Context: an optimization exercise on an open-source flow, tuned for small area, a short achievable clock period and few clock cycles per item. The choices shown serve that exercise and are no tape-out recipe. The RTL was checked by simulation tests, not by an equivalence proof against the original design.

Design sha256_byte_stream_hasher_top, start of the top module:
module sha256_byte_stream_hasher_top (
  input  logic        clk_i,
  input  logic        rst_ni,
  input  logic        s_axis_tvalid,
  output logic        s_axis_tready,
  input  logic [7:0]  s_axis_tdata,    
  input  logic        s_axis_tuser,    
  output logic        m_axis_tvalid,
  input  logic        m_axis_tready,
  output logic [31:0] m_axis_tdata,    
  output logic [2:0]  m_axis_tuser,    
  output logic        m_axis_tlast     
);
  logic              q_valid;
  logic              q_ready;
  sha256_pkg::item_t q_item;
  logic              take;
  logic              blk_rdy, blk_first, blk_last;
  logic [15:0][31:0] blk;
  sha256_front u_front (
    .clk_i         (clk_i),
    .rst_ni        (rst_ni),
    .s_axis_tvalid (s_axis_tvalid),
    .s_axis_tready (s_axis_tready),
    .s_axis_tdata  (s_axis_tdata),
    .s_axis_tuser  (s_axis_tuser),
    .q_valid_o     (q_valid),
    .q_item_o      (q_item),
    .q_ready_i     (q_ready)
  );
  sha256_back u_back (
    .clk_i       (clk_i),
    .rst_ni      (rst_ni),
    .q_valid_i   (q_valid),
    .q_item_i    (q_item),
    .q_ready_o   (q_ready),
    .take_i      (take),
    .blk_rdy_o   (blk_rdy),
    .blk_first_o (blk_first),
    .blk_last_o  (blk_last),
    .blk_o       (blk)
  );
  sha256_core u_core (
    .clk_i         (clk_i),
    .rst_ni        (rst_ni),
    .blk_rdy_i     (blk_rdy),
    .blk_first_i   (blk_first),
    .blk_last_i    (blk_last),
    .blk_i         (blk),
    .take_o        (take),
    .m_axis_tvalid (m_axis_tvalid),
    .m_axis_tready (m_axis_tready),
    .m_axis_tdata  (m_axis_tdata),
    .m_axis_tuser  (m_axis_tuser),
    .m_axis_tlast  (m_axis_tlast)
  );
endmodule
Size: about 9,500 cells after synthesis, ~1,800 flip-flops, roughly 51 I/O pins, roughly 0.092 mm² of cells after synthesis.
Settings: LEC_CHECK=0, CAP_MARGIN=20, CORE_MARGIN=2, CORE_UTILIZATION=50, SETUP_SLACK_MARGIN=5, SLEW_MARGIN=20, TNS_END_PERCENT=0; clock period 12.0 ns.
standard.sh (not shown) runs the stock make flow with config.mk's settings and CLKGATE_MAP_FILE= SYNTH_SCRIPT=/design/flow/synth_recipe.tcl, a recipe that flattens the netlist after the stock synthesis.
==> flow/flow/run.sh <==
#!/bin/bash
set -euo pipefail
MARGIN=$(cat flow/margin.txt)
sed "s/SETUP_SLACK_MARGIN=[0-9.]*/SETUP_SLACK_MARGIN=${MARGIN}/" standard.sh > standard_margin.sh
bash standard_margin.sh > standard.log 2>&1
==> flow/flow/margin.txt <==
8.5
Testbench counts at the start, summed over its fixed seeds: cycles 72,292, bytes 62,794.
Change:
--- a/flow/design.v
+++ b/flow/design.v
@@ -18,26 +18,50 @@
 module sha256_front (
   input  logic       clk_i,
   input  logic       rst_ni,
   input  logic       s_axis_tvalid,
   output logic       s_axis_tready,
   input  logic [7:0] s_axis_tdata,    
   input  logic       s_axis_tuser,    
   output logic       q_valid_o,
   output sha256_pkg::item_t      q_item_o,
   input  logic       q_ready_i
 );
-  assign q_valid_o     = s_axis_tvalid;
-  assign q_item_o.op   = s_axis_tuser ? sha256_pkg::OP_FINISH : sha256_pkg::OP_ABSORB;
-  assign q_item_o.data = s_axis_tdata;
-  assign s_axis_tready = q_ready_i;
+  logic [8:0]  entry0_q, entry1_q;
+  logic        wr_ptr_q, rd_ptr_q;
+  logic [1:0]  cnt_q, cnt_d;
+  logic        full_q;
+  logic        push, pop;
+  assign s_axis_tready = ~full_q;
+  assign push          = s_axis_tvalid & ~full_q;
+  assign q_valid_o     = (cnt_q != 2'd0);
+  assign pop           = q_valid_o & q_ready_i;
+  assign q_item_o      = rd_ptr_q ? entry1_q : entry0_q;
+  assign cnt_d         = cnt_q + {1'b0, push} - {1'b0, pop};
+  always_ff @(posedge clk_i or negedge rst_ni) begin
+    if (!rst_ni) begin
+      wr_ptr_q <= 1'b0;
+      rd_ptr_q <= 1'b0;
+      cnt_q    <= 2'd0;
+      full_q   <= 1'b0;
+    end else begin
+      if (push) wr_ptr_q <= ~wr_ptr_q;
+      if (pop)  rd_ptr_q <= ~rd_ptr_q;
+      cnt_q  <= cnt_d;
+      full_q <= (cnt_d == 2'd2);
+    end
+  end
+  always_ff @(posedge clk_i) begin
+    if (push && !wr_ptr_q) entry0_q <= {s_axis_tuser, s_axis_tdata};
+    if (push &&  wr_ptr_q) entry1_q <= {s_axis_tuser, s_axis_tdata};
+  end
 endmodule
 `timescale 1ns / 1ps
 module sha256_core (
   input  logic              clk_i,
   input  logic              rst_ni,
   input  logic              blk_rdy_i,
   input  logic              blk_first_i,
   input  logic              blk_last_i,
   input  logic [15:0][31:0] blk_i,
   output logic              take_o,
   output logic              m_axis_tvalid,
@@ -165,25 +189,25 @@
   assign stall    = fin_q & obusy_q;
   assign take     = blk_rdy_i & pre_q & ((fin_q & ~obusy_q) | (~run_q & ~fin_q));
   assign ld_iv    = take & blk_first_i;
   assign last_rnd = run_q & (rnd_q == 6'd63);
   assign take_o   = take;
   assign s1    = big1(e0_q);
   assign ch    = choose(e0_q, e1_q, e2_q);
   assign esum  = dhkw_q + s1 + ch;
   assign tsum  = hkw_q + s1 + ch;
   assign asum  = t1_q + big0(a1_q) + major(a1_q, a2_q, a3_q);
   assign sched = small1(w_q[14]) + w_q[9] + small0(w_q[1]) + w_q[0];
-  assign sum1  = (last_rnd ? e0_q : a1_q) + (last_rnd ? h5 : h1);
-  assign sum2  = (last_rnd ? e1_q : a2_q) + (last_rnd ? h6 : h2);
-  assign sum3  = (last_rnd ? e2_q : a3_q) + (last_rnd ? h7 : h3);
+  assign sum1  = a1_q + h1;
+  assign sum2  = a2_q + h2;
+  assign sum3  = a3_q + h3;
   always_comb begin
     wsel = (run_q && rnd_q != 6'd63) ? w_q[2] : (kidx_q[0] ? blk_i[1] : blk_i[0]);
     if (run_q) begin
       xh  = e2_q;
       hh  = (rnd_q == 6'd62) ? h0 : 32'h0;
       xd1 = a2_q;
       xd2 = (rnd_q == 6'd62) ? h4 : 32'h0;
     end else begin
       xh  = blk_first_i ? iv(7) : e3_q;
       hh  = 32'h0;
       xd1 = blk_first_i ? iv(3) : a3_q;
@@ -254,25 +278,25 @@
       olast_q <= (oidx_q == 3'd6);
     end
     if (!stall) kw_q <= round_k(kidx_q) + wsel;
     hkw_q  <= xh + kw_q + hh;
     dhkw_q <= xd1 + xd2 + xh + kw_q;
     for (int i = 0; i < 15; i++) w_q[i] <= take ? blk_i[i] : w_q[i+1];
     w_q[15] <= take ? blk_i[15] : sched;
     if (run_q) begin
       t1_q <= tsum;
       e0_q <= esum;
       if (rnd_q == 6'd63) begin
-        e1_q <= sum1;
-        e2_q <= sum2;
-        e3_q <= sum3;
+        e1_q <= e0_q + h5;
+        e2_q <= e1_q + h6;
+        e3_q <= e2_q + h7;
       end else begin
         e1_q <= e0_q;
         e2_q <= e1_q;
         e3_q <= e2_q;
       end
       a1_q <= (rnd_q == 6'd0) ? h0 : asum;
       a2_q <= a1_q;
       a3_q <= a2_q;
     end else if (ld_iv) begin
       a1_q <= iv(1);
       a2_q <= iv(2);
@@ -332,23 +356,23 @@
   assign is_fin = (q_item_i.op == sha256_pkg::OP_FINISH);
   assign len    = {blkcnt_q, ffill_q, 3'b000};
   always_comb begin
     unique case (bcnt_q)
       2'd0: padword = {sha256_pkg::PAD_BYTE, 24'h0};
       2'd1: padword = {acc_q[7:0], sha256_pkg::PAD_BYTE, 16'h0};
       2'd2: padword = {acc_q[15:0], sha256_pkg::PAD_BYTE, 8'h0};
       default: padword = {acc_q[23:0], sha256_pkg::PAD_BYTE};
     endcase
   end
   always_comb begin
-    q_ready_o = ~pad_q & ~((bcnt_q == 2'd3) & mfull_q);
+    q_ready_o = ~pad_q & (is_fin | ~((bcnt_q == 2'd3) & mfull_q));
     pop       = q_valid_i & q_ready_o;
     push      = 1'b0;
     pword     = {acc_q, q_item_i.data};
     if (pop && !is_fin && bcnt_q == 2'd3) push = 1'b1;
     if (pad_q && !mfull_q) begin
       push = 1'b1;
       if (!p80_q)                          pword = padword;
       else if (lenok_q && wcnt_q == 4'd14) pword = len[63:32];
       else if (lenok_q && wcnt_q == 4'd15) pword = len[31:0];
       else                                 pword = 32'h0;
     end
Die area rises by 4.1%.
Wire length rises by 1.6%.
Synthesized area rises by about 4%.
Fmax rises by 3.1%.
Via count rises by 1.8%.
Setup slack improved by 0.15 ns.
Non-clock buffer count falls by 5.
Register-to-register slack improved by 0.15 ns.
Hold slack got worse by 0.024 ns.
Clock-buffer cell count falls by 21.
Final cell count rises by 2.1%.
Global-route usage falls by 1.1 points.
Testbench counts after the change, summed over its fixed seeds: cycles 72,300, bytes 62,794.

==> static timing again, ports no longer ideal <==
Ports are ideal in the flow. The routed layouts listed here were re-timed in OpenROAD. Step 1: set_driving_cell puts a clkbuf_16 on clk_i and a buf_2 on each other input, an assumption about the parent block. Step 2 also shifts input and output timing later by t, the mid clock arrival at the registers, as if the neighbouring blocks saw the same clock. Slacks: ideal / step 1 / step 2; pairs: ideal / step 1.
run	t (ns)	setup slack, ns	latest minus earliest clock arrival (ns)	worst register clock-pin slew, ns	worst data-port slew with drivers (ns)
the first run	0.931	6.899 / 6.899 / 6.617	0.083 / 0.082	0.07 / 0.07	0.06
the second run	0.933	7.051 / 7.051 / 7.051	0.076 / 0.076	0.07 / 0.07	0.07
After both steps setup and hold are still met in every run listed. The setup slack of the first run, which loses most, moves by 0.000 ns with the drivers and by -0.282 ns with both steps.
